From an optimization exercise on the open Yosys and OpenROAD flow, aimed at small area, a short achievable clock period and few clock cycles; shortcuts taken in it are not production practice.
The RTL was checked by simulation tests, not by an equivalence proof against the original design.

===== design/flow/design.v =====
`default_nettype none
package monexp_pkg;
	typedef logic [16-1:0] word_t;  
	typedef logic [(16 * 4)-1:0] oper_t;  
	typedef struct packed {
		word_t m;  
		word_t e;  
		word_t n;  
		word_t t;  
		word_t r;  
	} load_word_t;
	typedef struct packed {
		oper_t m;
		oper_t e;
		oper_t n;
		oper_t t;
		oper_t r;
		word_t n0prime;  
	} operand_set_t;
	typedef struct packed {
		oper_t a;
		oper_t b;
	} mont_req_t;
endpackage
`default_nettype wire
`timescale 1ns/1ps
`default_nettype none
module monexp_top (
	input  logic clk,
	input  logic reset,
	input  logic start,
	input  logic [79:0] in_word,  
	input  logic [15:0] n0prime,
	output logic busy,
	output logic [15:0] res_word,
	output logic res_valid
);
	localparam logic [2:0] S_IDLE = 3'd0, S_LOAD = 3'd1, S_RUN = 3'd2, S_WAIT = 3'd3, S_UNLD = 3'd4;
	localparam logic [1:0] P_MBAR = 2'd0, P_SQR = 2'd1, P_MUL = 2'd2, P_FIN = 2'd3;
	logic [2:0] state;
	logic [1:0] wcnt;  
	logic [1:0] ptype;  
	logic [3:0] it;  
	logic conv;  
	logic asel;  
	logic [5:0] bcnt;  
	logic [61:0] n_q;  
	logic [63:0] e_q;  
	logic [62:0] mb_q;  
	logic [63:0] c_q;  
	logic [3:0] np_q;  
	logic [63:0] ss_q, sc_q;  
	logic gam_q;  
	logic [3:0] a_q;  
	logic [3:0] p_q;  
	wire [15:0] w_m = in_word[79:64];
	wire [15:0] w_e = in_word[63:48];
	wire [15:0] w_n = in_word[47:32];
	wire [15:0] w_t = in_word[31:16];
	wire accept = start & ~busy & (state == S_IDLE);
	wire iter = (state == S_RUN) & ~conv;
	wire last_it = (it == 4'd15);
	wire [62:0] b_op = c_q[62:0];
	wire [3:0] u = ss_q[3:0] + sc_q[3:0] + {3'b0, gam_q} + p_q;
	wire [3:0] q = u * np_q;
	wire [67:0] r0 = {4'b0, ss_q};
	wire [67:0] r1 = {4'b0, sc_q};
	wire [67:0] r2 = {5'b0, b_op & {63{a_q[0]}}};
	wire [67:0] r3 = {4'b0, b_op & {63{a_q[1]}}, gam_q};
	wire [67:0] r4 = {3'b0, b_op & {63{a_q[2]}}, 2'b0};
	wire [67:0] r5 = {2'b0, b_op & {63{a_q[3]}}, 3'b0};
	wire [67:0] r6 = {6'b0, n_q & {62{q[0]}}};
	wire [67:0] r7 = {5'b0, n_q & {62{q[1]}}, 1'b0};
	wire [67:0] r8 = {4'b0, n_q & {62{q[2]}}, 2'b0};
	wire [67:0] r9 = {3'b0, n_q & {62{q[3]}}, 3'b0};
	function automatic [67:0] fa_s(input [67:0] a, input [67:0] b, input [67:0] c);
		fa_s = a ^ b ^ c;
	endfunction
	function automatic [67:0] fa_c(input [67:0] a, input [67:0] b, input [67:0] c);
		fa_c = {(a[66:0] & b[66:0]) | (a[66:0] & c[66:0]) | (b[66:0] & c[66:0]), 1'b0};
	endfunction
	wire [67:0] l1a_s = fa_s(r0, r1, r2), l1a_c = fa_c(r0, r1, r2);
	wire [67:0] l1b_s = fa_s(r3, r4, r5), l1b_c = fa_c(r3, r4, r5);
	wire [67:0] l2_s = fa_s(l1a_s, l1a_c, l1b_s), l2_c = fa_c(l1a_s, l1a_c, l1b_s);
	wire [67:0] x1 = fa_s(l2_s, l2_c, l1b_c), x2 = fa_c(l2_s, l2_c, l1b_c);
	wire [67:0] l4_s = fa_s(x2, r6, r7), l4_c = fa_c(x2, r6, r7);
	wire [67:0] y1 = fa_s(x1, l4_s, l4_c), y2 = fa_c(x1, l4_s, l4_c);
	wire [67:0] z1 = fa_s(y1, y2, r8), z2 = fa_c(y1, y2, r8);
	wire [67:0] s6 = fa_s(z1, z2, r9), c6 = fa_c(z1, z2, r9);
	wire gam_n = |s6[3:0];  
	wire [63:0] bk_p = ss_q ^ sc_q;
	wire [63:0] bk_g = ss_q & sc_q;
	wire bk_g0c = bk_g[0] | (bk_p[0] & gam_q);
	wire bk_gg1 = bk_g[1] | (bk_p[1] & bk_g0c);
	wire bk_pp1 = bk_p[1] & bk_p[0];
	wire bk_gg2 = bk_g[3] | (bk_p[3] & bk_g[2]);
	wire bk_pp2 = bk_p[3] & bk_p[2];
	wire bk_gg3 = bk_g[5] | (bk_p[5] & bk_g[4]);
	wire bk_pp3 = bk_p[5] & bk_p[4];
	wire bk_gg4 = bk_g[7] | (bk_p[7] & bk_g[6]);
	wire bk_pp4 = bk_p[7] & bk_p[6];
	wire bk_gg5 = bk_g[9] | (bk_p[9] & bk_g[8]);
	wire bk_pp5 = bk_p[9] & bk_p[8];
	wire bk_gg6 = bk_g[11] | (bk_p[11] & bk_g[10]);
	wire bk_pp6 = bk_p[11] & bk_p[10];
	wire bk_gg7 = bk_g[13] | (bk_p[13] & bk_g[12]);
	wire bk_pp7 = bk_p[13] & bk_p[12];
	wire bk_gg8 = bk_g[15] | (bk_p[15] & bk_g[14]);
	wire bk_pp8 = bk_p[15] & bk_p[14];
	wire bk_gg9 = bk_g[17] | (bk_p[17] & bk_g[16]);
	wire bk_pp9 = bk_p[17] & bk_p[16];
	wire bk_gg10 = bk_g[19] | (bk_p[19] & bk_g[18]);
	wire bk_pp10 = bk_p[19] & bk_p[18];
	wire bk_gg11 = bk_g[21] | (bk_p[21] & bk_g[20]);
	wire bk_pp11 = bk_p[21] & bk_p[20];
	wire bk_gg12 = bk_g[23] | (bk_p[23] & bk_g[22]);
	wire bk_pp12 = bk_p[23] & bk_p[22];
	wire bk_gg13 = bk_g[25] | (bk_p[25] & bk_g[24]);
	wire bk_pp13 = bk_p[25] & bk_p[24];
	wire bk_gg14 = bk_g[27] | (bk_p[27] & bk_g[26]);
	wire bk_pp14 = bk_p[27] & bk_p[26];
	wire bk_gg15 = bk_g[29] | (bk_p[29] & bk_g[28]);
	wire bk_pp15 = bk_p[29] & bk_p[28];
	wire bk_gg16 = bk_g[31] | (bk_p[31] & bk_g[30]);
	wire bk_pp16 = bk_p[31] & bk_p[30];
	wire bk_gg17 = bk_g[33] | (bk_p[33] & bk_g[32]);
	wire bk_pp17 = bk_p[33] & bk_p[32];
	wire bk_gg18 = bk_g[35] | (bk_p[35] & bk_g[34]);
	wire bk_pp18 = bk_p[35] & bk_p[34];
	wire bk_gg19 = bk_g[37] | (bk_p[37] & bk_g[36]);
	wire bk_pp19 = bk_p[37] & bk_p[36];
	wire bk_gg20 = bk_g[39] | (bk_p[39] & bk_g[38]);
	wire bk_pp20 = bk_p[39] & bk_p[38];
	wire bk_gg21 = bk_g[41] | (bk_p[41] & bk_g[40]);
	wire bk_pp21 = bk_p[41] & bk_p[40];
	wire bk_gg22 = bk_g[43] | (bk_p[43] & bk_g[42]);
	wire bk_pp22 = bk_p[43] & bk_p[42];
	wire bk_gg23 = bk_g[45] | (bk_p[45] & bk_g[44]);
	wire bk_pp23 = bk_p[45] & bk_p[44];
	wire bk_gg24 = bk_g[47] | (bk_p[47] & bk_g[46]);
	wire bk_pp24 = bk_p[47] & bk_p[46];
	wire bk_gg25 = bk_g[49] | (bk_p[49] & bk_g[48]);
	wire bk_pp25 = bk_p[49] & bk_p[48];
	wire bk_gg26 = bk_g[51] | (bk_p[51] & bk_g[50]);
	wire bk_pp26 = bk_p[51] & bk_p[50];
	wire bk_gg27 = bk_g[53] | (bk_p[53] & bk_g[52]);
	wire bk_pp27 = bk_p[53] & bk_p[52];
	wire bk_gg28 = bk_g[55] | (bk_p[55] & bk_g[54]);
	wire bk_pp28 = bk_p[55] & bk_p[54];
	wire bk_gg29 = bk_g[57] | (bk_p[57] & bk_g[56]);
	wire bk_pp29 = bk_p[57] & bk_p[56];
	wire bk_gg30 = bk_g[59] | (bk_p[59] & bk_g[58]);
	wire bk_pp30 = bk_p[59] & bk_p[58];
	wire bk_gg31 = bk_g[61] | (bk_p[61] & bk_g[60]);
	wire bk_pp31 = bk_p[61] & bk_p[60];
	wire bk_gg32 = bk_g[63] | (bk_p[63] & bk_g[62]);
	wire bk_pp32 = bk_p[63] & bk_p[62];
	wire bk_gg33 = bk_gg2 | (bk_pp2 & bk_gg1);
	wire bk_pp33 = bk_pp2 & bk_pp1;
	wire bk_gg34 = bk_gg4 | (bk_pp4 & bk_gg3);
	wire bk_pp34 = bk_pp4 & bk_pp3;
	wire bk_gg35 = bk_gg6 | (bk_pp6 & bk_gg5);
	wire bk_pp35 = bk_pp6 & bk_pp5;
	wire bk_gg36 = bk_gg8 | (bk_pp8 & bk_gg7);
	wire bk_pp36 = bk_pp8 & bk_pp7;
	wire bk_gg37 = bk_gg10 | (bk_pp10 & bk_gg9);
	wire bk_pp37 = bk_pp10 & bk_pp9;
	wire bk_gg38 = bk_gg12 | (bk_pp12 & bk_gg11);
	wire bk_pp38 = bk_pp12 & bk_pp11;
	wire bk_gg39 = bk_gg14 | (bk_pp14 & bk_gg13);
	wire bk_pp39 = bk_pp14 & bk_pp13;
	wire bk_gg40 = bk_gg16 | (bk_pp16 & bk_gg15);
	wire bk_pp40 = bk_pp16 & bk_pp15;
	wire bk_gg41 = bk_gg18 | (bk_pp18 & bk_gg17);
	wire bk_pp41 = bk_pp18 & bk_pp17;
	wire bk_gg42 = bk_gg20 | (bk_pp20 & bk_gg19);
	wire bk_pp42 = bk_pp20 & bk_pp19;
	wire bk_gg43 = bk_gg22 | (bk_pp22 & bk_gg21);
	wire bk_pp43 = bk_pp22 & bk_pp21;
	wire bk_gg44 = bk_gg24 | (bk_pp24 & bk_gg23);
	wire bk_pp44 = bk_pp24 & bk_pp23;
	wire bk_gg45 = bk_gg26 | (bk_pp26 & bk_gg25);
	wire bk_pp45 = bk_pp26 & bk_pp25;
	wire bk_gg46 = bk_gg28 | (bk_pp28 & bk_gg27);
	wire bk_pp46 = bk_pp28 & bk_pp27;
	wire bk_gg47 = bk_gg30 | (bk_pp30 & bk_gg29);
	wire bk_pp47 = bk_pp30 & bk_pp29;
	wire bk_gg48 = bk_gg32 | (bk_pp32 & bk_gg31);
	wire bk_pp48 = bk_pp32 & bk_pp31;
	wire bk_gg49 = bk_gg34 | (bk_pp34 & bk_gg33);
	wire bk_pp49 = bk_pp34 & bk_pp33;
	wire bk_gg50 = bk_gg36 | (bk_pp36 & bk_gg35);
	wire bk_pp50 = bk_pp36 & bk_pp35;
	wire bk_gg51 = bk_gg38 | (bk_pp38 & bk_gg37);
	wire bk_pp51 = bk_pp38 & bk_pp37;
	wire bk_gg52 = bk_gg40 | (bk_pp40 & bk_gg39);
	wire bk_pp52 = bk_pp40 & bk_pp39;
	wire bk_gg53 = bk_gg42 | (bk_pp42 & bk_gg41);
	wire bk_pp53 = bk_pp42 & bk_pp41;
	wire bk_gg54 = bk_gg44 | (bk_pp44 & bk_gg43);
	wire bk_pp54 = bk_pp44 & bk_pp43;
	wire bk_gg55 = bk_gg46 | (bk_pp46 & bk_gg45);
	wire bk_pp55 = bk_pp46 & bk_pp45;
	wire bk_gg56 = bk_gg48 | (bk_pp48 & bk_gg47);
	wire bk_pp56 = bk_pp48 & bk_pp47;
	wire bk_gg57 = bk_gg50 | (bk_pp50 & bk_gg49);
	wire bk_pp57 = bk_pp50 & bk_pp49;
	wire bk_gg58 = bk_gg52 | (bk_pp52 & bk_gg51);
	wire bk_pp58 = bk_pp52 & bk_pp51;
	wire bk_gg59 = bk_gg54 | (bk_pp54 & bk_gg53);
	wire bk_pp59 = bk_pp54 & bk_pp53;
	wire bk_gg60 = bk_gg56 | (bk_pp56 & bk_gg55);
	wire bk_pp60 = bk_pp56 & bk_pp55;
	wire bk_gg61 = bk_gg58 | (bk_pp58 & bk_gg57);
	wire bk_pp61 = bk_pp58 & bk_pp57;
	wire bk_gg62 = bk_gg60 | (bk_pp60 & bk_gg59);
	wire bk_pp62 = bk_pp60 & bk_pp59;
	wire bk_gg63 = bk_gg62 | (bk_pp62 & bk_gg61);
	wire bk_pp63 = bk_pp62 & bk_pp61;
	wire bk_gg64 = bk_gg59 | (bk_pp59 & bk_gg61);
	wire bk_pp64 = bk_pp59 & bk_pp61;
	wire bk_gg65 = bk_gg51 | (bk_pp51 & bk_gg57);
	wire bk_pp65 = bk_pp51 & bk_pp57;
	wire bk_gg66 = bk_gg53 | (bk_pp53 & bk_gg61);
	wire bk_pp66 = bk_pp53 & bk_pp61;
	wire bk_gg67 = bk_gg55 | (bk_pp55 & bk_gg64);
	wire bk_pp67 = bk_pp55 & bk_pp64;
	wire bk_gg68 = bk_gg35 | (bk_pp35 & bk_gg49);
	wire bk_pp68 = bk_pp35 & bk_pp49;
	wire bk_gg69 = bk_gg37 | (bk_pp37 & bk_gg57);
	wire bk_pp69 = bk_pp37 & bk_pp57;
	wire bk_gg70 = bk_gg39 | (bk_pp39 & bk_gg65);
	wire bk_pp70 = bk_pp39 & bk_pp65;
	wire bk_gg71 = bk_gg41 | (bk_pp41 & bk_gg61);
	wire bk_pp71 = bk_pp41 & bk_pp61;
	wire bk_gg72 = bk_gg43 | (bk_pp43 & bk_gg66);
	wire bk_pp72 = bk_pp43 & bk_pp66;
	wire bk_gg73 = bk_gg45 | (bk_pp45 & bk_gg64);
	wire bk_pp73 = bk_pp45 & bk_pp64;
	wire bk_gg74 = bk_gg47 | (bk_pp47 & bk_gg67);
	wire bk_pp74 = bk_pp47 & bk_pp67;
	wire bk_gg75 = bk_gg3 | (bk_pp3 & bk_gg33);
	wire bk_pp75 = bk_pp3 & bk_pp33;
	wire bk_gg76 = bk_gg5 | (bk_pp5 & bk_gg49);
	wire bk_pp76 = bk_pp5 & bk_pp49;
	wire bk_gg77 = bk_gg7 | (bk_pp7 & bk_gg68);
	wire bk_pp77 = bk_pp7 & bk_pp68;
	wire bk_gg78 = bk_gg9 | (bk_pp9 & bk_gg57);
	wire bk_pp78 = bk_pp9 & bk_pp57;
	wire bk_gg79 = bk_gg11 | (bk_pp11 & bk_gg69);
	wire bk_pp79 = bk_pp11 & bk_pp69;
	wire bk_gg80 = bk_gg13 | (bk_pp13 & bk_gg65);
	wire bk_pp80 = bk_pp13 & bk_pp65;
	wire bk_gg81 = bk_gg15 | (bk_pp15 & bk_gg70);
	wire bk_pp81 = bk_pp15 & bk_pp70;
	wire bk_gg82 = bk_gg17 | (bk_pp17 & bk_gg61);
	wire bk_pp82 = bk_pp17 & bk_pp61;
	wire bk_gg83 = bk_gg19 | (bk_pp19 & bk_gg71);
	wire bk_pp83 = bk_pp19 & bk_pp71;
	wire bk_gg84 = bk_gg21 | (bk_pp21 & bk_gg66);
	wire bk_pp84 = bk_pp21 & bk_pp66;
	wire bk_gg85 = bk_gg23 | (bk_pp23 & bk_gg72);
	wire bk_pp85 = bk_pp23 & bk_pp72;
	wire bk_gg86 = bk_gg25 | (bk_pp25 & bk_gg64);
	wire bk_pp86 = bk_pp25 & bk_pp64;
	wire bk_gg87 = bk_gg27 | (bk_pp27 & bk_gg73);
	wire bk_pp87 = bk_pp27 & bk_pp73;
	wire bk_gg88 = bk_gg29 | (bk_pp29 & bk_gg67);
	wire bk_pp88 = bk_pp29 & bk_pp67;
	wire bk_gg89 = bk_gg31 | (bk_pp31 & bk_gg74);
	wire bk_pp89 = bk_pp31 & bk_pp74;
	wire bk_gg90 = bk_g[2] | (bk_p[2] & bk_gg1);
	wire bk_pp90 = bk_p[2] & bk_pp1;
	wire bk_gg91 = bk_g[4] | (bk_p[4] & bk_gg33);
	wire bk_pp91 = bk_p[4] & bk_pp33;
	wire bk_gg92 = bk_g[6] | (bk_p[6] & bk_gg75);
	wire bk_pp92 = bk_p[6] & bk_pp75;
	wire bk_gg93 = bk_g[8] | (bk_p[8] & bk_gg49);
	wire bk_pp93 = bk_p[8] & bk_pp49;
	wire bk_gg94 = bk_g[10] | (bk_p[10] & bk_gg76);
	wire bk_pp94 = bk_p[10] & bk_pp76;
	wire bk_gg95 = bk_g[12] | (bk_p[12] & bk_gg68);
	wire bk_pp95 = bk_p[12] & bk_pp68;
	wire bk_gg96 = bk_g[14] | (bk_p[14] & bk_gg77);
	wire bk_pp96 = bk_p[14] & bk_pp77;
	wire bk_gg97 = bk_g[16] | (bk_p[16] & bk_gg57);
	wire bk_pp97 = bk_p[16] & bk_pp57;
	wire bk_gg98 = bk_g[18] | (bk_p[18] & bk_gg78);
	wire bk_pp98 = bk_p[18] & bk_pp78;
	wire bk_gg99 = bk_g[20] | (bk_p[20] & bk_gg69);
	wire bk_pp99 = bk_p[20] & bk_pp69;
	wire bk_gg100 = bk_g[22] | (bk_p[22] & bk_gg79);
	wire bk_pp100 = bk_p[22] & bk_pp79;
	wire bk_gg101 = bk_g[24] | (bk_p[24] & bk_gg65);
	wire bk_pp101 = bk_p[24] & bk_pp65;
	wire bk_gg102 = bk_g[26] | (bk_p[26] & bk_gg80);
	wire bk_pp102 = bk_p[26] & bk_pp80;
	wire bk_gg103 = bk_g[28] | (bk_p[28] & bk_gg70);
	wire bk_pp103 = bk_p[28] & bk_pp70;
	wire bk_gg104 = bk_g[30] | (bk_p[30] & bk_gg81);
	wire bk_pp104 = bk_p[30] & bk_pp81;
	wire bk_gg105 = bk_g[32] | (bk_p[32] & bk_gg61);
	wire bk_pp105 = bk_p[32] & bk_pp61;
	wire bk_gg106 = bk_g[34] | (bk_p[34] & bk_gg82);
	wire bk_pp106 = bk_p[34] & bk_pp82;
	wire bk_gg107 = bk_g[36] | (bk_p[36] & bk_gg71);
	wire bk_pp107 = bk_p[36] & bk_pp71;
	wire bk_gg108 = bk_g[38] | (bk_p[38] & bk_gg83);
	wire bk_pp108 = bk_p[38] & bk_pp83;
	wire bk_gg109 = bk_g[40] | (bk_p[40] & bk_gg66);
	wire bk_pp109 = bk_p[40] & bk_pp66;
	wire bk_gg110 = bk_g[42] | (bk_p[42] & bk_gg84);
	wire bk_pp110 = bk_p[42] & bk_pp84;
	wire bk_gg111 = bk_g[44] | (bk_p[44] & bk_gg72);
	wire bk_pp111 = bk_p[44] & bk_pp72;
	wire bk_gg112 = bk_g[46] | (bk_p[46] & bk_gg85);
	wire bk_pp112 = bk_p[46] & bk_pp85;
	wire bk_gg113 = bk_g[48] | (bk_p[48] & bk_gg64);
	wire bk_pp113 = bk_p[48] & bk_pp64;
	wire bk_gg114 = bk_g[50] | (bk_p[50] & bk_gg86);
	wire bk_pp114 = bk_p[50] & bk_pp86;
	wire bk_gg115 = bk_g[52] | (bk_p[52] & bk_gg73);
	wire bk_pp115 = bk_p[52] & bk_pp73;
	wire bk_gg116 = bk_g[54] | (bk_p[54] & bk_gg87);
	wire bk_pp116 = bk_p[54] & bk_pp87;
	wire bk_gg117 = bk_g[56] | (bk_p[56] & bk_gg67);
	wire bk_pp117 = bk_p[56] & bk_pp67;
	wire bk_gg118 = bk_g[58] | (bk_p[58] & bk_gg88);
	wire bk_pp118 = bk_p[58] & bk_pp88;
	wire bk_gg119 = bk_g[60] | (bk_p[60] & bk_gg74);
	wire bk_pp119 = bk_p[60] & bk_pp74;
	wire bk_gg120 = bk_g[62] | (bk_p[62] & bk_gg89);
	wire bk_pp120 = bk_p[62] & bk_pp89;
	wire [63:0] sum = bk_p ^ {bk_gg120, bk_gg89, bk_gg119, bk_gg74, bk_gg118, bk_gg88, bk_gg117, bk_gg67, bk_gg116, bk_gg87, bk_gg115, bk_gg73, bk_gg114, bk_gg86, bk_gg113, bk_gg64, bk_gg112, bk_gg85, bk_gg111, bk_gg72, bk_gg110, bk_gg84, bk_gg109, bk_gg66, bk_gg108, bk_gg83, bk_gg107, bk_gg71, bk_gg106, bk_gg82, bk_gg105, bk_gg61, bk_gg104, bk_gg81, bk_gg103, bk_gg70, bk_gg102, bk_gg80, bk_gg101, bk_gg65, bk_gg100, bk_gg79, bk_gg99, bk_gg69, bk_gg98, bk_gg78, bk_gg97, bk_gg57, bk_gg96, bk_gg77, bk_gg95, bk_gg68, bk_gg94, bk_gg76, bk_gg93, bk_gg49, bk_gg92, bk_gg75, bk_gg91, bk_gg33, bk_gg90, bk_gg1, bk_g0c, gam_q};
	wire bit_one = e_q[63];
	wire bits_done = (bcnt == 6'd0);
	wire scan_more = (ptype == P_MBAR) & ~bit_one & ~bits_done;
	wire nx_mul = (ptype == P_SQR) & bit_one;
	wire nx_fin = ~nx_mul & bits_done;
	wire [3:0] c_lo = conv ? sum[3:0] : c_q[3:0];  
	wire [3:0] nx_a = nx_fin ? 4'd1 : (nx_mul ? mb_q[3:0] : c_lo);
	wire [3:0] nx_b = c_lo;
	logic [3:0] a_dig_c, a_dig_m;
	always_comb begin
		a_dig_c = 4'd0;
		a_dig_m = 4'd0;
		for (int k = 1; k < 16; k++)
			if (it == 4'(k - 1)) begin
				a_dig_c = c_q[4*k +: 4];
				a_dig_m = (k < 15) ? mb_q[4*k +: 4] : {1'b0, mb_q[62:60]};
			end
	end
	wire [3:0] a_dig = (ptype == P_FIN) ? 4'd0 : (asel ? a_dig_m : a_dig_c);
	logic [3:0] a_n, b_n;  
	always_comb begin
		a_n = a_dig;
		b_n = b_op[3:0];
		if (state == S_LOAD) begin
			a_n = mb_q[3:0];  
			b_n = c_q[19:16];
		end else if (state != S_RUN || conv) begin
			a_n = nx_a;
			b_n = nx_b;
		end
	end
	wire [3:0] p_n = a_n * b_n;
	always_ff @(posedge clk) begin
		a_q <= a_n;
		p_q <= p_n;
		if (iter) begin
			ss_q <= s6[67:4];
			sc_q <= c6[67:4];
			gam_q <= gam_n;
		end else begin
			ss_q <= '0;
			sc_q <= '0;
			gam_q <= 1'b0;
		end
		if (accept)
			np_q <= n0prime[3:0];
		if (state == S_LOAD) begin
			case (wcnt)
				2'd0: begin n_q[15:0] <= w_n; mb_q[15:0] <= w_m; end
				2'd1: begin n_q[31:16] <= w_n; mb_q[31:16] <= w_m; end
				2'd2: begin n_q[47:32] <= w_n; mb_q[47:32] <= w_m; end
				default: begin n_q[61:48] <= w_n[13:0]; mb_q[62:48] <= w_m[14:0]; end
			endcase
		end else if (conv && ptype == P_MBAR)
			mb_q <= sum[62:0];
		if (state == S_LOAD || state == S_UNLD)
			c_q <= {w_t, c_q[63:16]};
		else if (conv)
			c_q <= {1'b0, sum[62:0]};
	end
	wire e_shift = ((state == S_RUN) & (ptype == P_MBAR) & ~bit_one & ~bits_done)  
		| (((state == S_RUN) & conv) | ((state == S_WAIT) & ~scan_more)) & (ptype != P_FIN) & ~nx_mul & ~nx_fin & ~scan_more  
		| ((state == S_WAIT) & scan_more);
	always_ff @(posedge clk) begin
		if (state == S_LOAD) begin
			case (wcnt)
				2'd0: e_q[15:0] <= w_e;
				2'd1: e_q[31:16] <= w_e;
				2'd2: e_q[47:32] <= w_e;
				default: e_q[63:48] <= w_e;
			endcase
		end else if (e_shift)
			e_q <= {e_q[62:0], 1'b0};
	end
	always_ff @(posedge clk or posedge reset) begin
		if (reset) begin
			state <= S_IDLE;
			wcnt <= '0;
			ptype <= P_MBAR;
			it <= '0;
			conv <= 1'b0;
			asel <= 1'b0;
			bcnt <= '0;
			busy <= 1'b0;
			res_valid <= 1'b0;
		end else begin
			if (e_shift)
				bcnt <= bcnt - 1'b1;
			case (state)
				S_IDLE: if (accept) begin
					state <= S_LOAD;
					wcnt <= '0;
					busy <= 1'b1;
				end
				S_LOAD: begin
					wcnt <= wcnt + 1'b1;
					if (wcnt == 2'd3) begin
						state <= S_RUN;
						ptype <= P_MBAR;
						asel <= 1'b1;  
						it <= '0;
						conv <= 1'b0;
						bcnt <= 6'd63;
					end
				end
				S_RUN: begin
					if (!conv) begin
						it <= it + 1'b1;
						if (last_it)
							conv <= 1'b1;
					end else begin
						conv <= 1'b0;
						if (ptype == P_FIN) begin
							state <= S_UNLD;
							wcnt <= '0;
							res_valid <= 1'b1;
						end else if (scan_more) begin
							state <= S_WAIT;
						end else begin
							ptype <= nx_mul ? P_MUL : (nx_fin ? P_FIN : P_SQR);
							asel <= nx_mul;
						end
					end
				end
				S_WAIT: if (!scan_more) begin
					state <= S_RUN;
					ptype <= nx_fin ? P_FIN : P_SQR;
					asel <= 1'b0;
				end
				S_UNLD: begin
					wcnt <= wcnt + 1'b1;
					if (wcnt == 2'd3) begin
						state <= S_IDLE;
						busy <= 1'b0;
						res_valid <= 1'b0;
					end
				end
				default: state <= S_IDLE;
			endcase
		end
	end
	assign res_word = c_q[15:0];
endmodule
`default_nettype wire

===== design/flow/run.sh =====
#!/bin/bash
# synth_recipe.tcl (not shown) runs the flow's synth.tcl, then flattens the netlist and writes it again
# the make line also repeats each setting of config.mk as NAME=value (left out here)
make -C /OpenROAD-flow-scripts/flow DESIGN_CONFIG=/design/flow/config.mk WORK_HOME=/design/flow/orfs CLKGATE_MAP_FILE= SYNTH_SCRIPT=/design/flow/synth_recipe.tcl finish

===== design/flow/config.mk =====
export PLATFORM = sky130hd
export DESIGN_NAME = monexp_top
export DESIGN_NICKNAME = monexp_top
export VERILOG_FILES = /design/flow/design.v
export SDC_FILE = /design/flow/constraint.sdc
export NUM_CORES = 4
export LEC_CHECK = 0
export ABC_CLOCK_PERIOD_IN_PS = 3000
export CAP_MARGIN = 20
export CORE_MARGIN = 2
export CORE_UTILIZATION = 40
export CTS_BUF_LIST = sky130_fd_sc_hd__clkbuf_8
export CTS_CLUSTER_SIZE = 30
export SETUP_SLACK_MARGIN = 5
export SLEW_MARGIN = 20

===== design/flow/constraint.sdc =====
create_clock -name core_clock -period 10.0 [get_ports {clk}]
set_input_delay 2.0000 -clock core_clock [delete_from_list [all_inputs] [get_ports {clk}]]
set_output_delay 2.0000 -clock core_clock [all_outputs]
set_load 0.01 [all_outputs]

==> results of run 1 <==
==> worst paths after layout <==
| kind | from | to | slack, ns | depth (start not counted) |
|---|---|---|---|---|
| min | e_q[43] | e_q[44] | 0.51 | 2 |
| min reg2reg | e_q[43] | e_q[44] | 0.51 | 2 |
| max reg2reg | a_q[1] | ss_q[0] | 5.20 | 12 |
| max in group asynchronous | reset | ptype[0] | 7.68 | 2 |
| max | a_q[1] | ss_q[0] | 5.20 | 12 |
| min in group asynchronous | reset | busy | 1.78 | 2 |
==> final cells by class <==
| class | count | share of cell area |
|---|---|---|
| clock buffers | 80 | 0.02909 |
| repair buffers | 111 | 0.02929 |
| inverters | 535 | 0.05306 |
| clock inverters | 64 | 0.01498 |
| multi-input cells | 2254 | 0.5449 |
| well taps | 1144 | 0.03782 |
| diodes | 6 | 0.0003967 |
| flip-flops and latches | 415 | 0.2905 |
==> state kept, by name, indices dropped and copies added (netlist names) <==
| signal | count |
|---|---|
| n_q | 62 |
| bcnt | 6 |
| mb_q | 63 |
| busy | 1 |
| e_q | 64 |
| it | 4 |
| gam_q | 1 |
| state | 3 |
| ss_q | 64 |
| ptype | 2 |
| wcnt | 2 |
| p_q | 4 |
| a_q | 4 |
| c_q | 64 |
| res_valid | 1 |
| asel | 1 |
| sc_q | 64 |
| conv | 1 |
| np_q | 4 |
==> cells by family (layout without fill, tap and decap cells) <==
logic type               Yosys count  after routing  synth area share
AND/OR/NAND/NOR                 1246           1246            0.1807
buffers and inverters            684            790           0.07756
adder cells (fa/ha/maj)          633            633            0.3484
flip-flops                       415            415            0.3214
AO/OA/AOI/OAI                    315            315           0.05574
XOR/XNOR                          53             53           0.01398
multiplexers                       7              7          0.002196
other                              0              6                 0
==> worst max-delay path, stage by stage, from the launching register on <==
cell and delay, ns:
dfxtp_2 0.58, buf_6 0.44, and2_1 0.21, fa_1 0.41, inv_1 0.09, fa_1 0.40, fa_1 0.41, fa_1 0.49
inv_1 0.05, fa_1 0.46, fa_1 0.52, fa_1 0.42, and2_1 0.15
==> per-layer routing <==
layer / up-vias / track usage
met5: - / 0
met1: 11770 / 0.3080
met4: 2 / 0.08315
li1: 10470 / -
met2: 729 / 0.3587
met3: 181 / 0.03586
==> through the flow <==
stage / hold WS (ns) / util
2_1_floorplan: 0.4922 / -
3_3_place_gp: 0.4941 / 0.4248
3_5_place_dp: 0.4995 / 0.4248
4_1_cts: 0.5136 / 0.4453
5_1_grt: 0.5263 / 0.4457
6_report: 0.5115 / 0.4459
==> what timing repair did <==
item                                    4_1_cts  5_1_grt
buffers inserted                              3        0
endpoints found under the hold margin         0        0
pin swaps                                     1        0
resized for setup                             5       11
endpoints found under the setup margin       85       17
==> placed cells by master, fill, tap and decap left out, types with 7 or more instances in the layout <==
cell,netlist,routed
a21oi_1,134,134
inv_1,535,554
xnor2_1,44,43
nand4_1,8,8
nor3_1,11,11
a21o_1,28,28
clkbuf_8,0,80
dfrtp_1,21,21
nor2b_1,77,75
a221oi_1,7,7
bufinv_16,0,9
buf_4,16,15
edfxtp_1,257,257
and2_1,396,395
ha_1,100,96
o21ai_0,67,66
fa_1,532,532
dfxtp_1,137,133
nand3_1,22,22
nand2_1,578,577
nand2b_1,22,21
o22ai_1,7,7
clkdlybuf4s50_1,0,88
clkinv_1,0,21
o221ai_1,8,8
nor2_1,79,79
xor2_1,8,8
a211oi_1,9,9
clkinv_2,0,7
a31oi_1,9,9
and3_1,19,19
==> out/metrics.cfg, run 1 <==
[final_layout]
area.growth.synth_to_final_pct=10.70
n_fill_cell=8150
nets=4126
layout-drive-gt1-share=0.04481
final_area_um2=37840
final_cells=4609
multi_input_area_um2=20620
register_area_um2=10990

[routing]
dr.pass1.iters=8
top_layer_used=met5
via_per_inst=5.023
routed_wl_um=94710
route.antenna.remaining_nets=0
wl_met1_um=41180
drt_iter0_markers=1839
wl_met3_um=6562
via_count=23150
dr_wl_met2_um=43330
wire_per_inst_um=20.55
remaining_drc_errors=0

[sta]
hold_viol_final=0
setup_viol=0
slew_viol_final=0
rsz0062_at_grt=yes
slew_headroom=0.2543
period_share=0.4796
finalWorstSetupSlack_ns=5.204
worstMarginPinSlew_ns=1.119
fin_crit_ns=4.796
skew_ns=0.04141
tns_ns=0
fmax_ghz=0.2085

[synth]
netlist.area_leader.share=0.3115
ys.flop_type=edfxtp_1
syn-cell-area_um2=34190
async_flop_share=0.05060
synth.yosys.seq_area_share=0.3214
yosysTopAreaCell=fa_1
synth-edff-count=257
avgSynthCellArea_um2=10.20
ys_seq_elements=415
synth.area.top_cells=fa_1, edfxtp_1, dfxtp_1
synth.distinct_cells=75
synth_common_cells=nand2_1, inv_1, fa_1
synth.most_common_cell=nand2_1
synth_cells=3353
yosysWarnings=1
syn_nets=4084

[grt]
grt-ovfl-total=0
antenna_found_initial=11
grt_usage=0.2241
grt_pass1_wl_um=146700
grt_pass1_vias=24130
grt_max_degree=98

[floorplan]
core_area_um2=84880
fp.dieW_um=296.3
die_y_um=296.3
start_util=0.4028
pin_count=117
num_rows=107
dieArea_um2=87820

[placed_design]
gp_congestion=0.9127
pre_cts_ws_ns=4.413
place_area_um2=36050
dp_hpwl_um=70550
placedCellCount=4456
portBuffers=88

[cts]
cts_buffer_depth=3
ctsHoldBuffers=0
clkLatencyLatePin_ns=0.71
cts_tree=done
clkTransAtPathRegs_ns=0.06
root_buffer=clkbuf_8
clkSinkCount=415
h-tree-depth=3
cts_buffers=78

[setup_path]
crit_required_ns=10.57
cp-end-kind=flop
crit_type=flop to flop
path_max_fanout=46
startpoint_type=flop
critPathArrivalTime_ns=5.37

[run_status]
status=no timing/DRC/antenna violations

[run]
maxCapViolations=0

[min_path]
hp-class=flop to flop

Testbench counts, summed over its fixed seeds: cycles 103,715.
==> inputs of run 2 (changes only) <==
--- a/design/flow/config.mk
+++ b/design/flow/config.mk
@@ -10,6 +10,4 @@
 export CORE_MARGIN = 2
 export CORE_UTILIZATION = 40
-export CTS_BUF_LIST = sky130_fd_sc_hd__clkbuf_8
-export CTS_CLUSTER_SIZE = 30
 export SETUP_SLACK_MARGIN = 5
 export SLEW_MARGIN = 20
==> run 2 against run 1 <==
  * Sequential share of layout area about the same
  * Via count is 0.98% lower
  * Highest routed layer unchanged
  * Critical path type unchanged
  * Count of clock-buffer cells in the layout decreased by 26
  * Sequential cell count unchanged
==> out/metrics.cfg, run 2 <==
[synth]
ys_seq_elements=415  ; unchanged
synth_cells=3353  ; unchanged
avgSynthCellArea_um2=10.20  ; unchanged
syn-cell-area_um2=34190  ; unchanged
synth.distinct_cells=75  ; unchanged
synth_common_cells=nand2_1, inv_1, fa_1
yosysWarnings=1  ; unchanged
yosysTopAreaCell=fa_1
netlist.area_leader.share=0.3115  ; unchanged
synth.most_common_cell=nand2_1
synth.yosys.seq_area_share=0.3214  ; unchanged
async_flop_share=0.05060  ; unchanged
synth.area.top_cells=fa_1, edfxtp_1, dfxtp_1
synth-edff-count=257  ; unchanged
ys.flop_type=edfxtp_1
syn_nets=4084  ; unchanged

[sta]
worstMarginPinSlew_ns=1.131  ; +0.01273 ns
fin_crit_ns=4.824  ; +0.02864 ns
setup_viol=0  ; unchanged
slew_viol_final=0  ; unchanged
tns_ns=0  ; unchanged
fmax_ghz=0.2073  ; -0.59%
slew_headroom=0.2442  ; -0.01008
rsz0062_at_grt=yes
period_share=0.4824  ; +0.002864
hold_viol_final=0  ; unchanged
skew_ns=0.03579  ; -0.005617 ns

[routing]
remaining_drc_errors=0  ; unchanged
via_count=22930  ; -0.98%
dr.pass1.iters=6  ; -2
drt_iter0_markers=1850  ; +0.60%
route.antenna.remaining_nets=0  ; unchanged
via_per_inst=5.034  ; +0.22%
wire_per_inst_um=20.62  ; +0.33%
routed_wl_um=93880  ; -0.87%

[cts]
cts_buffers=49  ; -37%
clkLatencyLatePin_ns=0.63  ; -0.08 ns
clkSinkCount=415  ; unchanged
root_buffer=clkbuf_16
clkTransAtPathRegs_ns=0.06  ; about the same
h-tree-depth=2  ; -1
cts_buffer_depth=3  ; unchanged
ctsHoldBuffers=0  ; unchanged
cts_tree=done

[setup_path]
reg2reg_from=ss_q[0]
startpoint_type=flop
critPathArrivalTime_ns=5.33  ; -0.04 ns
worst_path_most_repeated_cell=fa_1
cp-startpoint=ss_q[0]
crit_family=adder cells
cp-end-kind=flop
path_max_fanout=12  ; -74%
crit_path_cell_trace=fa_1 -> ha_1 -> inv_1 -> fa_1 -> nor2b_2 -> ha_4 -> buf_4 -> nand2_1 -> fa_1 -> inv_1 -> fa_1 -> fa_1 -> fa_1 -> and2_1
crit_required_ns=10.51  ; -0.06 ns
cpMaxStageDelayCell=fa_1
crit_buf_inv=3  ; unchanged
slowest_delay_ns=0.59  ; about the same
crit_type=flop to flop

[final_layout]
n_fill_cell=8127  ; -0.28%
final_area_um2=37840  ; about the same
layout-drive-gt1-share=0.03757  ; -0.007241
area.growth.synth_to_final_pct=10.68  ; about the same
layout_common_cells=nand2_1, inv_1, fa_1, and2_1, edfxtp_1
register_area_um2=10990  ; unchanged
fin_util=0.4458  ; about the same
multi_input_area_um2=20620  ; unchanged
nets=4097  ; -0.70%
mostFrequentLayoutCell=nand2_1

[placed_design]
portBuffers=88  ; unchanged
dp_hpwl_um=70550  ; unchanged
gp_congestion=0.9127  ; unchanged
place_area_um2=36050  ; unchanged

[run]
maxCapViolations=0  ; unchanged

[floorplan]
dieArea_um2=87820  ; unchanged
fp.dieW_um=296.3  ; unchanged
num_rows=107  ; unchanged
start_util=0.4028  ; unchanged
pin_count=117  ; unchanged
core_area_um2=84880  ; unchanged
die_y_um=296.3  ; unchanged

[grt]
grt_max_degree=98  ; unchanged
grt_usage=0.2222  ; -0.001878
grt_pass1_vias=23940  ; -0.77%
grt_pass1_wl_um=145900  ; -0.53%
antenna_found_initial=11  ; unchanged
grt-ovfl-total=0  ; unchanged

[run_status]
status=no timing/DRC/antenna violations

[min_path]
min_from=e_q[37]
hp-class=flop to flop

==> run 2: cell counts after synthesis <==
Identical to the previous run, type by type.
==> run 2: tightest hold or removal path: cells and delay by family, from the launching register on <==
family	cells	cell delay [ns]
flip-flops	1	0.31
AND/OR/NAND/NOR	2	0.09
==> run 2: worst paths after layout <==
path	endpoint	slack (ns)	depth (start not counted)
worst min-delay path	e_q[38]	0.51	2
max in group asynchronous	ptype[1]	7.58	2
min in group asynchronous	bcnt[4]	1.87	2
worst max-delay path	ss_q[51]	5.18	14
worst min register to register	e_q[38]	0.51	2
worst max register to register	ss_q[51]	5.18	14
==> run 2: through the flow <==
stage          setup slack, ns  hold WS [ns]  cells
3_3_place_gp             4.464        0.4941   4456
2_1_floorplan            5.224        0.4922   3353
6_report                 5.176        0.5102   4554
3_5_place_dp             4.413        0.4995   4456
4_1_cts                  5.038        0.5122   4551
5_1_grt                  4.974        0.5209   4552
==> run 2: final cells by class <==
| type | count | share of cell area |
|---|---|---|
| inverters | 535 | 0.05308 |
| clock inverters | 38 | 0.01062 |
| multi-input cells | 2254 | 0.5450 |
| clock buffers | 54 | 0.03343 |
| diodes | 3 | 0.0001984 |
| flip-flops and latches | 415 | 0.2906 |
| repair buffers | 111 | 0.02930 |
| well taps | 1144 | 0.03783 |
==> run 2: cells by family after synthesis <==
logic type / count (synthesis) / share of synthesized area
mux: 7 / 0.002196
xor+xnor: 53 / 0.01398
fa+ha+maj: 633 / 0.3484
flops: 415 / 0.3214
buf+inv: 684 / 0.07756
simple gates: 1246 / 0.1807
compound gates: 315 / 0.05574
==> run 2: routing by layer <==
layer / GRT usage / vias to the layer above / part of all wire
li1: - / 10390 / -
met1: 0.3092 / 11730 / 0.43
met2: 0.3612 / 657 / 0.46
met3: 0.03190 / 144 / 0.066
met4: 0.06701 / 2 / 0.036
met5: 0 / - / 0.000085
==> run 2: what timing repair did <==
| action | 4_1_cts | 5_1_grt |
|---|---|---|
| pin swaps | 1 | 0 |
| cloned | 0 | 0 |
| gates resized for setup | 5 | 11 |
| setup buffers | 3 | 0 |
| endpoints found under the setup margin | 80 | 14 |
==> inputs of run 3 (changes only) <==
--- a/design/flow/config.mk
+++ b/design/flow/config.mk
@@ -6,5 +6,5 @@
 export NUM_CORES = 4
 export LEC_CHECK = 0
-export ABC_CLOCK_PERIOD_IN_PS = 3000
+export ABC_AREA = 1
 export CAP_MARGIN = 20
 export CORE_MARGIN = 2
==> run 3 against run 2 <==
  * Still clean
  * Count of clock-buffer cells in the layout up 10
  * Utilization grew 0.16 points
  * Clock skew decreased by 0.0033 ns
  * Final cell count up 14%
  * Fmax decreased by 1.0%
  * Critical path depth up 1
  * Area after synthesis up 1.7%
  * First-iteration DRC count is 9.4% higher
  * Routed wire length increased by 3.0%
==> out/metrics.cfg, run 3 <==
[grt]
antenna_found_initial=14  ; +3
grt_max_degree=89  ; -9.2%
grt_pass1_vias=25410  ; +6.1%
grt_usage=0.2157  ; -0.006527
grt-ovfl-total=0  ; unchanged
grt_pass1_wl_um=146900  ; +0.68%

[min_path]
hp-class=flop to flop

[synth]
avgSynthCellArea_um2=8.782  ; -14%
synth.most_common_cell=inv_1
yosysTopAreaCell=fa_1
netlist.area_leader.share=0.3063  ; -0.005214
yosysWarnings=1  ; unchanged
synth.yosys.seq_area_share=0.3160  ; -0.005378
synth.distinct_cells=48  ; -36%
synth.area.top_cells=fa_1, edfxtp_1, inv_1
syn_nets=4690  ; +15%
ys.flop_type=edfxtp_1
syn-cell-area_um2=34770  ; +1.7%
synth_cells=3959  ; +18%
synth-edff-count=257  ; unchanged
synth_common_cells=inv_1, nand2_1, fa_1
ys_seq_elements=415  ; unchanged
async_flop_share=0.05060  ; unchanged

[setup_path]
cpMaxStageDelayCell=fa_1
slowest_delay_ns=0.57  ; -0.02 ns
crit_required_ns=10.48  ; -0.03 ns
crit_type=flop to flop
critPathArrivalTime_ns=5.35  ; +0.02 ns
worst_path_most_repeated_cell=fa_1
cp-end-kind=flop
startpoint_type=flop
crit_path_cell_trace=fa_1 -> ha_1 -> inv_1 -> fa_2 -> nor2_2 -> ha_4 -> clkbuf_16 -> nand2_1 -> fa_1 -> inv_1 -> fa_1 -> fa_1 -> fa_1 -> inv_1 -> nor2_1
path_max_fanout=16  ; +4

[run]
maxCapViolations=0  ; unchanged

[sta]
skew_ns=0.03246  ; -0.003330 ns
slew_viol_final=0  ; unchanged
fin_crit_ns=4.874  ; +0.04934 ns
fmax_ghz=0.2052  ; -1.0%
tns_ns=0  ; unchanged
slew_headroom=0.2665  ; +0.02227
rsz0062_at_grt=yes
period_share=0.4874  ; +0.004934
finalWorstSetupSlack_ns=5.126  ; -0.04934 ns
worstMarginPinSlew_ns=1.097  ; -0.03444 ns
setup_viol=0  ; unchanged
hold_viol_final=0  ; unchanged

[cts]
cts_buffer_depth=3  ; unchanged
clkSinkCount=415  ; unchanged
cts_buffers=51  ; +4.1%
h-tree-depth=2  ; unchanged
cts_tree=done
root_buffer=clkbuf_16
clkTransAtPathRegs_ns=0.06  ; about the same
clkLatencyLatePin_ns=0.62  ; about the same

[final_layout]
nets=4731  ; +15%
layout-drive-gt1-share=0.04032  ; +0.002747
n_fill_cell=8467  ; +4.2%
layout_common_cells=inv_1, nand2_1, fa_1, nor2_1, edfxtp_1
final_area_um2=38690  ; +2.3%
final_cells=5209  ; +14%
mostFrequentLayoutCell=inv_1
area.growth.synth_to_final_pct=11.28

[routing]
route.antenna.remaining_nets=0  ; unchanged
via_per_inst=4.764  ; -5.4%
remaining_drc_errors=0  ; unchanged
routed_wl_um=96710  ; +3.0%
drt_iter0_markers=2024  ; +9.4%
via_count=24820  ; +8.2%
dr.pass1.iters=6  ; unchanged
wire_per_inst_um=18.57  ; -9.9%

[placed_design]
dp_hpwl_um=69630  ; -1.3%
portBuffers=88  ; unchanged
place_area_um2=36730  ; +1.9%
gp_congestion=0.8666  ; -5.1%
pre_cts_ws_ns=4.666  ; +0.2522 ns
placedCellCount=5092  ; +14%

[floorplan]
num_rows=108  ; +0.93%
die_y_um=298.8  ; +0.84%
fp.dieW_um=298.8  ; +0.84%
pin_count=117  ; unchanged
start_util=0.4020  ; -0.0007426
core_area_um2=86480  ; +1.9%
dieArea_um2=89290  ; +1.7%

[run_status]
status=no timing/DRC/antenna violations

## run 3: critical path: cells and delay by family, from the launching register on
kind,cells,cell delay (ns)
fa+ha+maj,8,3.66
buf+inv,4,0.49
flops,1,0.35
simple gates,3,0.21
## run 3: cell families after synthesis
kind of cell / Yosys count / share of synthesized area
flip-flops: 415 / 0.3160
AO/OA/AOI/OAI: 249 / 0.03887
AND/OR/NAND/NOR: 1357 / 0.1534
XOR/XNOR: 41 / 0.01033
adder cells (fa/ha/maj): 632 / 0.3423
buffers and inverters: 1265 / 0.1391
## run 3: final timing paths
kind / slack [ns] / cells past startpoint / from / end
max in group asynchronous: 7.54 / 2 / reset / it[0]
hold / removal: 0.48 / 2 / bcnt[0] / bcnt[0]
setup reg to reg: 5.13 / 15 / ss_q[0] / ss_q[51]
min in group asynchronous: 1.89 / 2 / reset / busy
setup / recovery: 5.13 / 15 / ss_q[0] / ss_q[51]
hold reg to reg: 0.48 / 2 / bcnt[0] / bcnt[0]
## run 3: final cells by class
type	count	area [um2]	area share
clock buffer	64	1355	0.03502
clock inverter	32	306.5	0.007923
timing repair buffer	120	1281	0.03312
inverter	1133	4259	0.1101
antenna	11	27.53	0.0007115
sequential	415	11000	0.2843
multi-input combinational	2279	19010	0.4915
tap	1155	1445	0.03735
## run 3: timing repair
| action | in CTS | in global routing |
|---|---|---|
| hold buffers | 0 | 0 |
| pin swaps | 0 | 4 |
| endpoints found under the setup margin | 122 | 100 |
| gates resized for setup | 8 | 17 |
| cloned | 0 | 5 |
| setup buffers | 0 | 4 |
## run 3: per-layer routing
| metal | vias to the layer above | track usage | wire length [um] |
|---|---|---|---|
| met5 | - | 0 | 8 |
| met1 | 12400 | 0.2969 | 41300 |
| li1 | 11550 | - | - |
| met4 | 2 | 0.05702 | 2762 |
| met3 | 128 | 0.03628 | 7192 |
| met2 | 738 | 0.3542 | 45450 |
## run 3: metrics by stage
| stage | hold slack (ns) | util |
|---|---|---|
| 2_1_floorplan | 0.4521 | - |
| 3_3_place_gp | 0.4660 | 0.4246 |
| 3_5_place_dp | 0.4752 | 0.4247 |
| 4_1_cts | 0.4868 | 0.4442 |
| 5_1_grt | 0.5012 | 0.4471 |
| 6_report | 0.4822 | 0.4474 |
==> inputs of run 4 (changes only) <==
--- a/design/flow/config.mk
+++ b/design/flow/config.mk
@@ -6,8 +6,8 @@
 export NUM_CORES = 4
 export LEC_CHECK = 0
-export ABC_AREA = 1
+export ABC_CLOCK_PERIOD_IN_PS = 3000
 export CAP_MARGIN = 20
 export CORE_MARGIN = 2
-export CORE_UTILIZATION = 40
+export CORE_UTILIZATION = 55
 export SETUP_SLACK_MARGIN = 5
 export SLEW_MARGIN = 20
==> run 4 against run 3 <==
  * Routed wire length down 1.6%
  * Sequential cell count stayed put
  * Fmax increased by 0.50%
  * Register-to-register slack better by 0.02 ns
  * Final cell count fell by 18%
  * Area after synthesis down 1.7%
  * First-iteration DRC count increased by 14%
  * Cell area shrank 3.0%
  * Count of clock-buffer cells in the layout fell by 9
==> out/metrics.cfg, run 4 <==
[cts]
cts_buffers=49  ; -3.9%
root_buffer=clkbuf_16
clkSinkCount=415  ; unchanged
clkTransAtPathRegs_ns=0.07  ; about the same
clkLatencyLatePin_ns=0.62  ; about the same
h-tree-depth=2  ; unchanged
cts_buffer_depth=3  ; unchanged
cts_tree=done

[synth]
synth_cells=3353  ; -15%
synth.area.top_cells=fa_1, edfxtp_1, dfxtp_1
yosysTopAreaCell=fa_1
synth.most_common_cell=nand2_1
synth_compound_gate_area_share=0.05574  ; +0.01688
syn-cell-area_um2=34190  ; -1.7%
synth_top_family_by_area=adder cells
synth-edff-count=257  ; unchanged
synth.distinct_cells=75  ; +56%
avgSynthCellArea_um2=10.20  ; +16%
netlist.area_leader.share=0.3115  ; +0.005214
synthXorXnorAreaFrac=0.01398  ; +0.003653
ys_seq_elements=415  ; unchanged
ys.flop_type=edfxtp_1
synthSimpleGateAreaFrac=0.1807  ; +0.02735
syn_nets=4084  ; -13%
synthMuxAreaShare=0.002196  ; +0.002196
synth.yosys.seq_area_share=0.3214  ; +0.005378
synth_common_cells=nand2_1, inv_1, fa_1
yosys.area_share.adder=0.3484  ; +0.006119
yosysWarnings=1  ; unchanged
async_flop_share=0.05060  ; unchanged

[floorplan]
num_rows=91  ; -16%
core_area_um2=61600  ; -29%
dieArea_um2=64170  ; -28%
die_y_um=253.3  ; -15%
start_util=0.5550  ; +0.1530
fp.dieW_um=253.3  ; -15%
pin_count=117  ; unchanged

[placed_design]
portBuffers=88  ; unchanged
pre_cts_ws_ns=4.718  ; +0.05212 ns
gp_congestion=0.9429  ; +8.8%
placedCellCount=4148  ; -19%
dp_hpwl_um=69070  ; -0.81%

[sta]
rsz0062_at_grt=yes
worstMarginPinSlew_ns=1.127  ; +0.02973 ns
slew_viol_final=0  ; unchanged
tns_ns=0  ; unchanged
hold_viol_final=0  ; unchanged
period_share=0.4850  ; -0.002413
fmax_ghz=0.2062  ; +0.50%
slew_headroom=0.2473  ; -0.01912
skew_ns=0.02625  ; -0.006213 ns
whs_ns=0.5162  ; +0.03405 ns
setup_viol=0  ; unchanged
finalWorstSetupSlack_ns=5.150  ; +0.02413 ns
fin_crit_ns=4.850  ; -0.02413 ns

[grt]
grt-ovfl-total=0  ; unchanged
grt_max_degree=90  ; +1.1%
antenna_found_initial=8  ; -6
grt_pass1_vias=24590  ; -3.2%
grt_pass1_wl_um=144100  ; -1.9%
grt_usage=0.3005  ; +0.08480

[setup_path]
startpoint_type=flop
cp-end-kind=flop
crit_type=flop to flop
path_max_fanout=8  ; -8
critPathArrivalTime_ns=5.34  ; about the same
crit_required_ns=10.49  ; about the same

[routing]
remaining_drc_errors=0  ; unchanged
wire_per_inst_um=22.38  ; +21%
dr.pass1.iters=5  ; -1
via_count=23410  ; -5.7%
drt_iter0_markers=2314  ; +14%
via_per_inst=5.505  ; +16%
route.antenna.remaining_nets=0  ; unchanged
routed_wl_um=95160  ; -1.6%

[final_layout]
area.growth.synth_to_final_pct=9.747
final_cells=4252  ; -18%
nets=4102  ; -13%
n_fill_cell=5210  ; -38%
layout_common_cells=nand2_1, inv_1, fa_1, and2_1, edfxtp_1
layout-drive-gt1-share=0.03987  ; -0.0004456
mostFrequentLayoutCell=nand2_1

[run]
maxCapViolations=0  ; unchanged

[min_path]
hp-class=flop to flop

[run_status]
status=no timing/DRC/antenna violations

run 4: kinds of logic after synthesis:
kind of cell,after synthesis
flip-flops,415
buffers and inverters,684
AND/OR/NAND/NOR,1246
XOR/XNOR,53
adder cells (fa/ha/maj),633
AO/OA/AOI/OAI,315
multiplexers,7
run 4: final timing paths:
| path | start | end | slack, ns | cells past startpoint |
|---|---|---|---|---|
| setup reg to reg | ss_q[0] | ss_q[9] | 5.15 | 14 |
| min in group asynchronous | reset | it[1] | 1.92 | 2 |
| max in group asynchronous | reset | state[2] | 7.54 | 2 |
| setup / recovery | ss_q[0] | ss_q[9] | 5.15 | 14 |
| hold / removal | e_q[36] | e_q[37] | 0.52 | 2 |
| hold reg to reg | e_q[36] | e_q[37] | 0.52 | 2 |
run 4: final cells by class:
type	instances	area [um2]	share of cell area
flip-flops and latches	415	11000	0.2932
multi-input cells	2254	20620	0.5495
repair buffers	116	1235	0.03292
well taps	837	1047	0.02791
inverters	535	2008	0.05353
clock inverters	36	349.1	0.009305
clock buffers	55	1249	0.03328
diodes	4	10.01	0.0002668
run 4: critical path, cell delays in order, from the launching register on:
cell and delay, ns:
dfxtp_2 0.35, fa_1 0.51, ha_2 0.17, inv_1 0.05, fa_1 0.51, nor2b_2 0.06
ha_4 0.47, clkbuf_16 0.28, nand2_2 0.08, fa_1 0.54, inv_1 0.05, fa_1 0.51
fa_1 0.56, fa_1 0.40, and2_1 0.16
run 4: metrics by stage:
stage	cell area [um2]	util
2_1_floorplan	34190	-
4_1_cts	37280	0.6052
5_1_grt	37510	0.6089
6_report	37520	0.6091
3_3_place_gp	35660	0.5789
3_5_place_dp	35660	0.5789
run 4: timing repair:
| item | 4_1_cts | 5_1_grt |
|---|---|---|
| hold buffers | 0 | 0 |
| buffers inserted | 0 | 3 |
| pin swaps | 0 | 4 |
| gates cloned | 0 | 6 |
| resized for setup | 7 | 21 |
| endpoints found under the setup margin | 123 | 125 |
run 4: routing by layer:
metal,wire length (um),global-route usage,vias up
met3,7320,0.04030,139
met5,0,0,-
met2,45320,0.4875,812
met4,2555,0.08318,0
li1,-,-,10410
met1,39960,0.4270,12050
==> inputs of run 5 (changes only) <==
--- a/design/flow/config.mk
+++ b/design/flow/config.mk
@@ -9,5 +9,5 @@
 export CAP_MARGIN = 20
 export CORE_MARGIN = 2
-export CORE_UTILIZATION = 55
+export CORE_UTILIZATION = 30
 export SETUP_SLACK_MARGIN = 5
 export SLEW_MARGIN = 20
==> run 5 against run 4 <==
  * Utilization decreased by 27 points
  * Die area increased by 82%
  * Synthesized cell count unchanged
  * Via count increased by 0.93%
  * Routed wire length increased by 5.3%
  * Sequential cell count unchanged
  * Critical endpoint is now ss_q[49]
==> out/metrics.cfg, run 5 <==
[run_status]
status=no timing/DRC/antenna violations

[setup_path]
r2r_cells=14  ; unchanged
critPathArrivalTime_ns=5.39  ; +0.05 ns
crit_type=flop to flop
reg2reg_slack_ns=5.10  ; -0.05 ns
startpoint_type=flop
path_max_fanout=42  ; +34
cp-end-kind=flop
r2r_end=ss_q[49]
crit_required_ns=10.50  ; about the same
reg2reg_from=a_q[3]

[sta]
whs_ns=0.5131  ; -0.003143 ns
slew_headroom=0.1998  ; -0.04752
skew_ns=0.03007  ; +0.003821 ns
finalWorstSetupSlack_ns=5.103  ; -0.04753 ns
period_share=0.4897  ; +0.004753
worstMarginPinSlew_ns=1.196  ; +0.06925 ns
rsz0062_at_grt=yes
slew_viol_final=0  ; unchanged
hold_viol_final=0  ; unchanged
setup_viol=0  ; unchanged
fmax_ghz=0.2042  ; -0.97%
tns_ns=0  ; unchanged
fin_crit_ns=4.897  ; +0.04753 ns

[final_layout]
layout_common_cells=nand2_1, inv_1, fa_1, and2_1, edfxtp_1
fin_util=0.3417  ; -0.2674
layout-drive-gt1-share=0.04096  ; +0.001089
nets=4108  ; +0.15%
mostFrequentLayoutCell=nand2_1
area.growth.synth_to_final_pct=12.74
final_cells=4925  ; +16%
n_fill_cell=11370  ; +120%

[min_path]
holdPathEnd=e_q[63]
hp-class=flop to flop
min_from=e_q[62]
whs_path_depth=2  ; unchanged

[synth]
netlist.area_leader.share=0.3115  ; unchanged
ys.flop_type=edfxtp_1
yosysWarnings=1  ; unchanged
ys_seq_elements=415  ; unchanged
synth-edff-count=257  ; unchanged
synth_cells=3353  ; unchanged
synth.yosys.seq_area_share=0.3214  ; unchanged
avgSynthCellArea_um2=10.20  ; unchanged
async_flop_share=0.05060  ; unchanged
synth.most_common_cell=nand2_1
yosysTopAreaCell=fa_1
syn-cell-area_um2=34190  ; unchanged
syn_nets=4084  ; unchanged
synth_common_cells=nand2_1, inv_1, fa_1
synth.area.top_cells=fa_1, edfxtp_1, dfxtp_1
synth.distinct_cells=75  ; unchanged

[cts]
clkLatencyLatePin_ns=0.62  ; about the same
cts_buffers=51  ; +4.1%
ctsHoldBuffers=0  ; unchanged
cts_buffer_depth=3  ; unchanged
cts_tree=done
root_buffer=clkbuf_16
clkTransAtPathRegs_ns=0.06  ; about the same
clkSinkCount=415  ; unchanged
h-tree-depth=2  ; unchanged

[floorplan]
pin_count=117  ; unchanged
core_area_um2=112800  ; +83%
start_util=0.3030  ; -0.2519
num_rows=123  ; +35%
fp.dieW_um=341.6  ; +35%
die_y_um=341.6  ; +35%
dieArea_um2=116700  ; +82%

[routing]
route.antenna.remaining_nets=0  ; unchanged
wire_per_inst_um=20.35  ; -9.0%
dr.pass1.iters=6  ; +1
drt_iter0_markers=2192  ; -5.3%
routed_wl_um=100200  ; +5.3%
via_count=23630  ; +0.93%
via_per_inst=4.797  ; -13%
remaining_drc_errors=0  ; unchanged

[placed_design]
placedCellCount=4813  ; +16%
gp_congestion=0.9158  ; -2.9%
dp_hpwl_um=73110  ; +5.9%
portBuffers=88  ; unchanged
pre_cts_ws_ns=4.345  ; -0.3728 ns

[grt]
antenna_found_initial=17  ; +9
grt_max_degree=108  ; +20%
grt_pass1_vias=24630  ; +0.16%
grt_usage=0.1740  ; -0.1264
grt_pass1_wl_um=153200  ; +6.4%
grt-ovfl-total=0  ; unchanged

[run]
maxCapViolations=0  ; unchanged

-- run 5: cell families (layout without fill, tap and decap cells) --
kind of cell / Yosys count / in the layout / share of synthesized area
flops: 415 / 415 / 0.3214
buf+inv: 684 / 749 / 0.07756
xor+xnor: 53 / 53 / 0.01398
compound gates: 315 / 315 / 0.05574
fa+ha+maj: 633 / 633 / 0.3484
mux: 7 / 7 / 0.002196
other cells: 0 / 7 / 0
simple gates: 1246 / 1246 / 0.1807
-- run 5: layer usage --
layer / global-route usage / share of wire / wire length [um]
met5: 0 / 0.00013 / 13
met4: 0.06131 / 0.041 / 4122
met3: 0.02811 / 0.086 / 8571
met2: 0.2718 / 0.45 / 44950
met1: 0.2444 / 0.42 / 42580
-- run 5: how the worst max path moves through the flow --
stage	end	slack, ns	from
6_report	ss_q[49]	5.10	a_q[3]
5_1_grt	p_q[3]	4.91	state[0]
4_1_cts	ss_q[49]	4.97	ss_q[0]
3_5_place_dp	ss_q[49]	4.34	ss_q[0]
3_3_place_gp	ss_q[48]	4.36	ss_q[0]
2_1_floorplan	gam_q	5.22	ss_q[0]
-- run 5: timing repair --
action / 4_1_cts / 5_1_grt
setup buffers: 3 / 6
gates cloned: 0 / 2
setup endpoints to repair: 108 / 114
pin swaps: 1 / 4
resized for setup: 8 / 14
-- run 5: metrics by stage --
| stage | cell area, um2 |
|---|---|
| floorplan | 34190 |
| global placement | 36500 |
| detailed placement | 36510 |
| CTS | 38340 |
| global route | 38520 |
| finish | 38540 |
-- run 5: final cells by class --
class | count | area (um2) | share of cell area
Timing Repair Buffer | 120 | 1271 | 0.03298
Clock inverter | 34 | 399.1 | 0.01036
Tap cell | 1500 | 1877 | 0.04869
Inverter | 535 | 2008 | 0.05210
Sequential cell | 415 | 11000 | 0.2854
Clock buffer | 60 | 1351 | 0.03506
Multi-Input combinational cell | 2254 | 20620 | 0.5349
Antenna cell | 7 | 17.52 | 0.0004545
-- run 5: critical path, stage by stage (launching register included) --
cell,delay [ns]
dfxtp_2,0.48
buf_8,0.25
and2_1,0.25
fa_1,0.53
inv_1,0.05
fa_1,0.53
inv_1,0.06
fa_1,0.38
inv_1,0.11
fa_1,0.42
inv_1,0.09
fa_1,0.46
fa_1,0.54
fa_1,0.40
and2_1,0.14

[re-timing with driven ports]
The results above use ideal ports. As a check the final layouts listed here were re-extracted and re-timed, cells and wires unchanged. Step 1 (the two cells are an assumption about what drives the block):
set clk [get_ports {clk}]
set_driving_cell -lib_cell sky130_fd_sc_hd__clkbuf_16 $clk
set_driving_cell -lib_cell sky130_fd_sc_hd__buf_2 [delete_from_list [all_inputs] $clk]
Step 2 moves the port delays by t, midway between the first and last clock arrival at a register: inputs arrive t later, outputs are due t later. That takes back most of the time a late clock gives input paths. Three values: ideal ports, drivers, drivers and shift; two values: the first two.
run | t, ns | slack for setup (ns) | clock arrival spread, ns | cell pins on the clock port's net
run 1 | 0.758 | 5.204 / 5.204 / 5.204 | 0.041 / 0.041 | 1
run 2 | 0.678 | 5.176 / 5.176 / 5.176 | 0.036 / 0.036 | 1
run 3 | 0.663 | 5.126 / 5.126 / 5.126 | 0.032 / 0.033 | 1
run 4 | 0.669 | 5.150 / 5.150 / 5.150 | 0.026 / 0.026 | 1
run 5 | 0.668 | 5.103 / 5.103 / 5.103 | 0.032 / 0.032 | 1
After both steps setup and hold are still met in every run listed.
